This is an optimization exercise on Yosys and OpenROAD, whose aim is small area and a short achievable clock period, not a production implementation.
Function was checked by simulation only, so behaviour that the tests miss may differ from the original.
Power figures rest on the tool's default switching activity, not on a simulated workload.

==> job 7939 <==
Design alu_unit, start of the top module:
module alu_unit
#(
  parameter int unsigned WIDTH = 32
) (
  input  logic               clk,
  input  logic               rst_n,
  input  logic               in_valid,
  input  logic [WIDTH-1:0]   rs,
  input  logic [WIDTH-1:0]   rt,
  input  logic [alu_pkg::CTRL_W-1:0]  ctrl,
  input  logic [alu_pkg::SHAMT_W-1:0] sa,
  input  logic               div_signed,
  output logic               out_valid,
  output logic [WIDTH-1:0]   rd,
  output logic               overflow,
  output logic [WIDTH-1:0]   quotient,
  output logic [WIDTH-1:0]   remainder
);
==> module alu_core, before the edit <==
module alu_core
(
  input  logic [31:0] rs,
  input  logic [31:0] rt,
  input  logic [3:0]  ctrl,
  input  logic [4:0]  sa,
  output logic [31:0] rd,
  output logic        ovf
);
  logic        sub;
  logic [31:0] bt;
  logic [32:0] c;
  logic [31:0] s;
  logic        ovf_c;
  logic [31:0] x, y;
  logic        fill;
  logic        left;
  logic [31:0] l0, l1, l2, l3, l4;
  logic [31:0] lg;
  always_comb begin
    sub  = ctrl[3];
    bt   = rt ^ {32{sub}};
    c[0] = sub;
    for (int i = 0; i < 32; i++) begin
      s[i]   = rs[i] ^ bt[i] ^ c[i];
      c[i+1] = (rs[i] & bt[i]) | (rs[i] & c[i]) | (bt[i] & c[i]);
    end
    ovf_c = c[32] ^ c[31];
    left = (ctrl[1:0] == 2'b00);
    fill = ctrl[1] & rt[31];
    for (int i = 0; i < 32; i++) x[i] = left ? rt[31-i] : rt[i];
    l0 = sa[0] ? {fill, x[31:1]} : x;
    l1 = sa[1] ? {{2{fill}}, l0[31:2]} : l0;
    l2 = sa[2] ? {{4{fill}}, l1[31:4]} : l1;
    l3 = sa[3] ? {{8{fill}}, l2[31:8]} : l2;
    l4 = sa[4] ? {{16{fill}}, l3[31:16]} : l3;
    for (int i = 0; i < 32; i++) y[i] = left ? l4[31-i] : l4[i];
    case ({ctrl[2], ctrl[0]})
      2'b00:   lg = rs & rt;
      2'b01:   lg = rs | rt;
      2'b11:   lg = ~(rs | rt);
      default: lg = rs ^ rt;
    endcase
    rd  = '0;
    ovf = 1'b0;
    case (ctrl)
      alu_pkg::ALU_ADDU, alu_pkg::ALU_SUBU: rd = s;
      alu_pkg::ALU_ADD, alu_pkg::ALU_SUB: begin
        rd  = s;
        ovf = ovf_c;
      end
      alu_pkg::ALU_AND, alu_pkg::ALU_OR, alu_pkg::ALU_NOR, alu_pkg::ALU_XOR: rd = lg;
      alu_pkg::ALU_SLTU: rd = {31'd0, ~c[32]};
      alu_pkg::ALU_SLT:  rd = {31'd0, s[31] ^ ovf_c};
      alu_pkg::ALU_SLL, alu_pkg::ALU_SRL, alu_pkg::ALU_SRA: rd = y;
      default: begin
        rd  = '0;
        ovf = 1'b0;
      end
    endcase
  end
endmodule
export LEC_CHECK = 0
export ABC_AREA = 1
export CAP_MARGIN = 20
export CORE_MARGIN = 2
export CORE_UTILIZATION = 70
export SLEW_MARGIN = 20
create_clock -name core_clock -period 100.0 [get_ports {clk}]
run.sh (not shown) runs the stock make flow with config.mk's settings and CLKGATE_MAP_FILE= SYNTH_SCRIPT=/design/flow/synth_recipe.tcl, a recipe that flattens the netlist after the stock synthesis.
==> job 5616: changes against job 7939 <==
--- a/flow/design.v
+++ b/flow/design.v
@@ -27,50 +27,44 @@
 );
   logic        sub;
   logic [31:0] bt;
-  logic [32:0] c;
-  logic [31:0] s;
+  logic [32:0] s;
   logic        ovf_c;
   logic [31:0] x, y;
   logic        fill;
   logic        left;
-  logic [31:0] l0, l1, l2, l3, l4;
-  logic [31:0] lg;
+  logic [63:0] sh;
   always_comb begin
-    sub  = ctrl[3];
-    bt   = rt ^ {32{sub}};
-    c[0] = sub;
-    for (int i = 0; i < 32; i++) begin
-      s[i]   = rs[i] ^ bt[i] ^ c[i];
-      c[i+1] = (rs[i] & bt[i]) | (rs[i] & c[i]) | (bt[i] & c[i]);
-    end
-    ovf_c = c[32] ^ c[31];
-    left = (ctrl[1:0] == 2'b00);
-    fill = ctrl[1] & rt[31];
+    sub   = ctrl[3];
+    bt    = sub ? ~rt : rt;
+    s     = {1'b0, rs} + {1'b0, bt} + {32'd0, sub};
+    ovf_c = (rs[31] == bt[31]) && (s[31] != rs[31]);
+    left  = (ctrl == alu_pkg::ALU_SLL);
+    fill  = (ctrl == alu_pkg::ALU_SRA) & rt[31];
     for (int i = 0; i < 32; i++) x[i] = left ? rt[31-i] : rt[i];
-    l0 = sa[0] ? {fill, x[31:1]} : x;
-    l1 = sa[1] ? {{2{fill}}, l0[31:2]} : l0;
-    l2 = sa[2] ? {{4{fill}}, l1[31:4]} : l1;
-    l3 = sa[3] ? {{8{fill}}, l2[31:8]} : l2;
-    l4 = sa[4] ? {{16{fill}}, l3[31:16]} : l3;
-    for (int i = 0; i < 32; i++) y[i] = left ? l4[31-i] : l4[i];
-    case ({ctrl[2], ctrl[0]})
-      2'b00:   lg = rs & rt;
-      2'b01:   lg = rs | rt;
-      2'b11:   lg = ~(rs | rt);
-      default: lg = rs ^ rt;
-    endcase
+    sh    = {{32{fill}}, x} >> sa;
+    for (int i = 0; i < 32; i++) y[i] = left ? sh[31-i] : sh[i];
     rd  = '0;
     ovf = 1'b0;
     case (ctrl)
-      alu_pkg::ALU_ADDU, alu_pkg::ALU_SUBU: rd = s;
-      alu_pkg::ALU_ADD, alu_pkg::ALU_SUB: begin
-        rd  = s;
+      alu_pkg::ALU_ADDU: rd = s[31:0];
+      alu_pkg::ALU_ADD: begin
+        rd  = s[31:0];
         ovf = ovf_c;
       end
-      alu_pkg::ALU_AND, alu_pkg::ALU_OR, alu_pkg::ALU_NOR, alu_pkg::ALU_XOR: rd = lg;
-      alu_pkg::ALU_SLTU: rd = {31'd0, ~c[32]};
+      alu_pkg::ALU_AND:  rd = rs & rt;
+      alu_pkg::ALU_OR:   rd = rs | rt;
+      alu_pkg::ALU_NOR:  rd = ~(rs | rt);
+      alu_pkg::ALU_XOR:  rd = rs ^ rt;
+      alu_pkg::ALU_SUBU: rd = s[31:0];
+      alu_pkg::ALU_SUB: begin
+        rd  = s[31:0];
+        ovf = ovf_c;
+      end
+      alu_pkg::ALU_SLTU: rd = {31'd0, ~s[32]};
       alu_pkg::ALU_SLT:  rd = {31'd0, s[31] ^ ovf_c};
-      alu_pkg::ALU_SLL, alu_pkg::ALU_SRL, alu_pkg::ALU_SRA: rd = y;
+      alu_pkg::ALU_SLL:  rd = y;
+      alu_pkg::ALU_SRL:  rd = y;
+      alu_pkg::ALU_SRA:  rd = y;
       default: begin
         rd  = '0;
         ovf = 1'b0;
Settings changed: CORE_UTILIZATION 70 to 40.
==> summary of the runs <==
Clock power: job 7939 is smaller than job 5616 (about 7%). Clock-buffer cell count: job 5616 is higher than job 7939 (7). Flip-flop and latch count is the same in job 5616 and job 7939. Between job 7939 and job 5616, the lower global-route usage is in job 5616 (gap 15 points). Combinational power: job 7939 is smaller than job 5616 (about 4%). Between job 5616 and job 7939, the lower synthesized area is in job 7939 (gap about 1.7%, measured against job 7939). Power: job 7939 is smaller than job 5616 (about 3%).
==> figures <==
	job 5616	job 7939
Fraction of layout instances using a drive strength above 1	0.0847	0.0762
Wire length of the first global-routing pass	229 mm	218 mm
Launch point of the worst reg-to-reg path	s4_b[3]$_DFF_P_	s4_b[2]$_DFF_P_
CP dominant cell by count	sky130_fd_sc_hd__nand3_2	sky130_fd_sc_hd__nand3_1
Signal buffers share of area	0.0369	0.0380
Share of the synthesized netlist area taken by xor and xnor gates	0.116	0.116
Clock period minus final worst setup slack	22.15 ns	22.36 ns
Comb pwr share	0.419	0.416
Count of clock-net buffers in the final layout	91	84
Synth Area per Inst	6.46 um2	6.47 um2
Antenna diode instance count	0	1
Run status	no timing/DRC/antenna violations	no timing/DRC/antenna violations
Logic depth of the worst setup path including buffers	174	181
Leak Pwr	26.0 nW	25.2 nW
WL per Instance	15.6 um	16.4 um
Clock-net power	0.277 mW	0.258 mW

-- what the ideal ports hide --
In the flow no input, the clock included, has a driving cell. The finished layouts below were timed again as built, in two steps.
Step 1, drivers: a clkbuf_16 drives clk and a buf_2 each remaining input, both assumed.
Step 2 also shifts input and output timing later by t, the mid clock arrival at the registers, as if the neighbouring blocks saw the same clock.
Three values: ideal, step 1, step 2; two values: the first two.
run | shift t [ns] | slack for setup (ns) | worst setup path at the end | pins driven straight from the clock port
job 7939 | 0.679 | 77.643 / 77.643 / 77.643 | register to register | 1
job 5616 | 0.692 | 77.851 / 77.851 / 77.851 | register to register | 1
After both steps every run listed still meets setup and hold.
